Context: an optimization exercise on an open-source flow, tuned for small area, a short achievable clock period and few clock cycles per item. The choices shown serve that exercise and are no tape-out recipe.
The RTL was checked by simulation tests, not by an equivalence proof against the original design.
Power and IR drop assume default switching activity.

== the baseline ==
==> flow/design.v (excerpt) <==
module conv_requant_packer #(
  parameter int DATA_WIDTH = 8,
  parameter int ACC_WIDTH  = 32,
  parameter int BUS_WIDTH  = 128,
  parameter int ADDR_WIDTH = 18
) (
  input  logic                  clk,
  input  logic                  rst,
  input  logic                  start,
  input  logic [ADDR_WIDTH-1:0] cfg_base_addr,
  input  logic [15:0]           cfg_scale,
  input  logic [4:0]            cfg_shift,
  input  logic [1:0]            cfg_act_mode,
  input  logic [DATA_WIDTH-1:0] cfg_clip_max,
  output logic                  busy,
  output logic                  done,
  input  logic                  in_valid,
  output logic                  in_ready,
  input  logic [ACC_WIDTH-1:0]  in_acc,
  input  logic [ACC_WIDTH-1:0]  in_bias,
  input  logic                  in_last,
  output logic                  out_valid,
  input  logic                  out_ready,
  output logic [ADDR_WIDTH-1:0] out_addr,
  output logic [BUS_WIDTH-1:0]  out_data,
  output logic                  out_last,
  output logic [15:0]           sat_count
);
==> flow/config.mk <==
export PLATFORM = sky130hd
export DESIGN_NAME = conv_requant_packer
export DESIGN_NICKNAME = conv_requant_packer
export VERILOG_FILES = /design/flow/design.v
export SDC_FILE = /design/flow/constraint.sdc
export NUM_CORES = 4
export LEC_CHECK = 0
export ABC_AREA = 1
export CAP_MARGIN = 20
export CORE_MARGIN = 2
export CORE_UTILIZATION = 40
export GPL_ROUTABILITY_DRIVEN = 0
export SETUP_SLACK_MARGIN = 3.8
export SLEW_MARGIN = 20
export SYNTH_HIERARCHICAL = 1
export SYNTH_MINIMUM_KEEP_SIZE = 0
==> flow/constraint.sdc <==
create_clock -name core_clock -period 7.5 [get_ports {clk}]
set_input_delay 1.5000 -clock core_clock [delete_from_list [all_inputs] [get_ports {clk}]]
set_output_delay 1.5000 -clock core_clock [all_outputs]
set_load 0.01 [all_outputs]
standard.sh (not shown) runs the stock make flow with config.mk's settings and CLKGATE_MAP_FILE= SYNTH_SCRIPT=/design/flow/synth_recipe.tcl, a recipe that flattens the netlist after the stock synthesis.
==> flow/flow/run.sh <==
#!/bin/bash
set -euo pipefail
export BUFFER_PORTS_ARGS="-buffer_cell sky130_fd_sc_hd__buf_1"
bash standard.sh "BUFFER_PORTS_ARGS=$BUFFER_PORTS_ARGS" finish > flow_make.log 2>&1
The baseline: PASS, flow complete, no timing, DRC or antenna violations
Testbench counts of the baseline, summed over its fixed seeds: cycles 9,487, items 9,247.
The following lists how the candidate was set up differently from the baseline:
--- a/flow/design.v
+++ b/flow/design.v
@@ -1477,77 +1477,54 @@
   assign cp_c[40] = cp_G49;
   assign cp_c[41] = cp_G85;
   assign cp_c[42] = cp_G64;
   assign cp_c[43] = cp_G86;
   assign cp_c[44] = cp_G54;
   assign cp_c[45] = cp_G87;
   assign cp_c[46] = cp_G65;
   assign cp_c[47] = cp_G88;
   assign cp_c[48] = cp_G47;
   assign cp_s = cp_p ^ cp_c[47:0];
   logic [PROD_W-1:0] p;
   logic [PROD_W:0]   p2;
-  logic [24:0]       sh16;
-  logic [16:0]       sh8;
-  logic [12:0]       sh4;
-  logic [10:0]       sh2;
-  logic [39:0]       dd;
-  logic [23:0]       o16;
-  logic [15:0]       o8;
-  logic [11:0]       o4;
-  logic [9:0]        o2;
-  logic [8:0]        o1;
+  logic [PROD_W:0]   win;
+  logic [39:0]       hmask;
   logic              hi_ok;
   logic [9:0]        t10;
   always_comb begin
     p     = cp_s;
     p2    = {p, 1'b0};
-    sh16  = cfg_shift_q[4] ? p2[40:16] : p2[24:0];
-    sh8   = cfg_shift_q[3] ? sh16[24:8] : sh16[16:0];
-    sh4   = cfg_shift_q[2] ? sh8[16:4]  : sh8[12:0];
-    sh2   = cfg_shift_q[1] ? sh4[12:2]  : sh4[10:0];
-    t10   = cfg_shift_q[0] ? sh2[10:1]  : sh2[9:0];
-    dd    = p[PROD_W-1:8] ^ {40{p[PROD_W-1]}};
-    o16   = cfg_shift_q[4] ? dd[39:16] : {8'd0, dd[15] | (|dd[39:16]), dd[14:0]};
-    o8    = cfg_shift_q[3] ? o16[23:8] : {8'd0, o16[7] | (|o16[23:8]), o16[6:0]};
-    o4    = cfg_shift_q[2] ? o8[15:4]  : {8'd0, o8[3] | (|o8[15:4]), o8[2:0]};
-    o2    = cfg_shift_q[1] ? o4[11:2]  : {8'd0, o4[1] | (|o4[11:2]), o4[0]};
-    o1    = cfg_shift_q[0] ? o2[9:1]   : {8'd0, o2[0] | (|o2[9:1])};
-    hi_ok = ~|o1;
+    win   = p2 >> cfg_shift_q;
+    t10   = win[9:0];
+    for (int i = 0; i < 40; i++) hmask[i] = (i >= 32'(cfg_shift_q));
+    hi_ok = ~|((p[PROD_W-1:8] ^ {40{p[PROD_W-1]}}) & hmask);
   end
   logic [10:0]       u;
   logic              sat;
   logic signed [7:0] q_val, act_val;
   logic [7:0]        zbyte;
   always_comb begin
     u   = {s3_t_q[9], s3_t_q} + 11'd1;
     sat = ~s3_hi_q | (u[10] != u[9]) | (u[9] != u[8]);
     if (sat) q_val = s3_neg_q ? 8'sh80 : 8'sh7f;
     else     q_val = u[8:1];
     act_val = q_val;
     if (cfg_mode_q == 2'b01 || cfg_mode_q == 2'b10) begin
       if (q_val[7]) act_val = '0;
       if (cfg_mode_q == 2'b10 && act_val > cfg_clip_q) act_val = cfg_clip_q;
     end
   end
   assign wr        = s3_valid_q & adv;
   assign word_done = (idx_q == IDX_W'(LANES - 1)) | s3_last_q;
   assign zbyte     = (idx_q == '0) ? 8'd0 : act_val;
-  logic [ADDR_WIDTH-1:0] addr_inc;
-  logic [ADDR_WIDTH:0]   addr_c;
-  assign addr_c[0] = 1'b1;
-  for (genvar i = 0; i < ADDR_WIDTH; i++) begin : g_addr_inc
-    assign addr_inc[i] = addr_q[i] ^ addr_c[i];
-    assign addr_c[i+1] = addr_q[i] & addr_c[i];
-  end
   always_ff @(posedge clk) begin
     if (rst) begin
       busy_q      <= 1'b0;
       run_q       <= 1'b0;
       s1_valid_q  <= 1'b0;
       s2_valid_q  <= 1'b0;
       s3_valid_q  <= 1'b0;
       out_valid_q <= 1'b0;
       idx_q       <= '0;
     end else begin
       if (start_ok) begin
         busy_q <= 1'b1;
@@ -1570,53 +1547,47 @@
   end
   always_ff @(posedge clk) begin
     if (start_ok) begin
       cfg_onen_q  <= ~enc_one;
       cfg_twon_q  <= ~enc_two;
       cfg_neg_q   <= enc_neg;
       cfg_top_q   <= cfg_scale[15];
       cfg_shift_q <= cfg_shift;
       cfg_mode_q  <= cfg_act_mode;
       cfg_clip_q  <= cfg_clip_max;
     end
     if (start_ok)    addr_q <= cfg_base_addr;
-    else if (out_hs) addr_q <= addr_inc;
+    else if (out_hs) addr_q <= addr_q + ADDR_WIDTH'(1);
     if (adv) begin
       s1_bn_q   <= ~acc_sat;
       s1_last_q <= in_last;
       s2_a_q    <= ma;
       s2_c_q    <= mb;
       s2_last_q <= s1_last_q;
       s3_t_q    <= t10;
       s3_hi_q   <= hi_ok;
       s3_neg_q  <= p[PROD_W-1];
       s3_last_q <= s2_last_q;
     end
     if (wr && word_done) out_last_q <= s3_last_q;
     if (wr && idx_q == '0) word_q[DATA_WIDTH-1:0] <= act_val;
     for (int l = 1; l < LANES; l++) begin
       if (wr && (idx_q == IDX_W'(l) || idx_q == '0))
         word_q[l*DATA_WIDTH +: DATA_WIDTH] <= zbyte;
     end
   end
-  logic [15:0] sat_cnt_q, sat_inc;
-  logic [16:0] sat_c;
-  assign sat_c[0] = 1'b1;
-  for (genvar i = 0; i < 16; i++) begin : g_sat_inc
-    assign sat_inc[i]  = sat_cnt_q[i] ^ sat_c[i];
-    assign sat_c[i+1]  = sat_cnt_q[i] & sat_c[i];
-  end
+  logic [15:0] sat_cnt_q;
   always_ff @(posedge clk) begin
     if (rst)                                          sat_cnt_q <= '0;
     else if (start_ok)                                sat_cnt_q <= '0;
-    else if (wr && sat && !sat_c[16]) sat_cnt_q <= sat_inc;   
+    else if (wr && sat && sat_cnt_q != 16'hFFFF) sat_cnt_q <= sat_cnt_q + 16'd1;
   end
   assign sat_count = sat_cnt_q;
 endmodule
 module rq_fa (input logic a, b, c, output logic s, co);
   assign s  = a ^ b ^ c;
   assign co = (a & b) | (a & c) | (b & c);
 endmodule
 module rq_ha (input logic a, b, output logic s, co);
   assign s  = a ^ b;
   assign co = a & b;
 endmodule
[summary]
The candidate closes out successfully: all stages finished, all timing, DRC and antenna checks passed.
As far as number of enable flip-flop cells after synthesis goes, the candidate and the baseline are indistinguishable; the numbers are identical.
Count of distinct cell types in the synthesized netlist for the candidate is higher than for the baseline.
The baseline has a higher peak per-stage delay on the critical path than the candidate.
In the candidate, the post-layout instance area came out 1100 sq um above the value in the baseline.
Starting DRC count in detailed routing on the candidate is behind the baseline.
For the baseline, the top metal layer carrying routed signals was met5, unlike the candidate, where it was met4.
Between the candidate and the baseline, setup slack is higher for the candidate, the baseline comes in under that.
Synthesized instance count (the candidate vs. the baseline) increases by more than 10%
In the reports for the candidate and the baseline, the larger global-route usage belongs to the baseline.
Taking the baseline as the reference point, the timing-limited maximum frequency of the candidate rises by 0.94%.
Clock power | the candidate below the baseline
The candidate: share of power burned in combinational logic is 2.1 points higher than what the baseline reported.
On flip-flop and latch power, the candidate and the baseline are neck and neck.
The candidate vs the baseline: critical-path maximum fanout up
Xor and xnor fraction of the mapped netlist area: the baseline vs the candidate, no meaningful difference
Testbench counts of the candidate, summed over its fixed seeds: cycles 9,487, items 9,247.

static timing again, ports no longer ideal:
In the flow no input, the clock included, has a driving cell. The finished layouts below were timed again as built, in two steps. Step 1: set_driving_cell puts a clkbuf_16 on clk and a buf_2 on each other input, an assumption about the parent block. Step 2 times the ports against the registers' clock, not the clock port: input delays grow and output delays shrink by t, the midpoint of the rising clock arrivals with the driver on. Slacks: no drivers / after step 1 / after step 2; pairs: no drivers / after step 1.
run | shift t [ns] | slack for setup (ns) | worst setup path at the end
the baseline | 0.627 | 3.828 / 3.828 / 3.498 | input to register
the candidate | 0.633 | 3.862 / 3.854 / 3.509 | input to register
After both steps every run listed still meets setup and hold. The setup slack of the candidate, which loses most, moves by -0.008 ns with the drivers and by -0.353 ns with both steps.
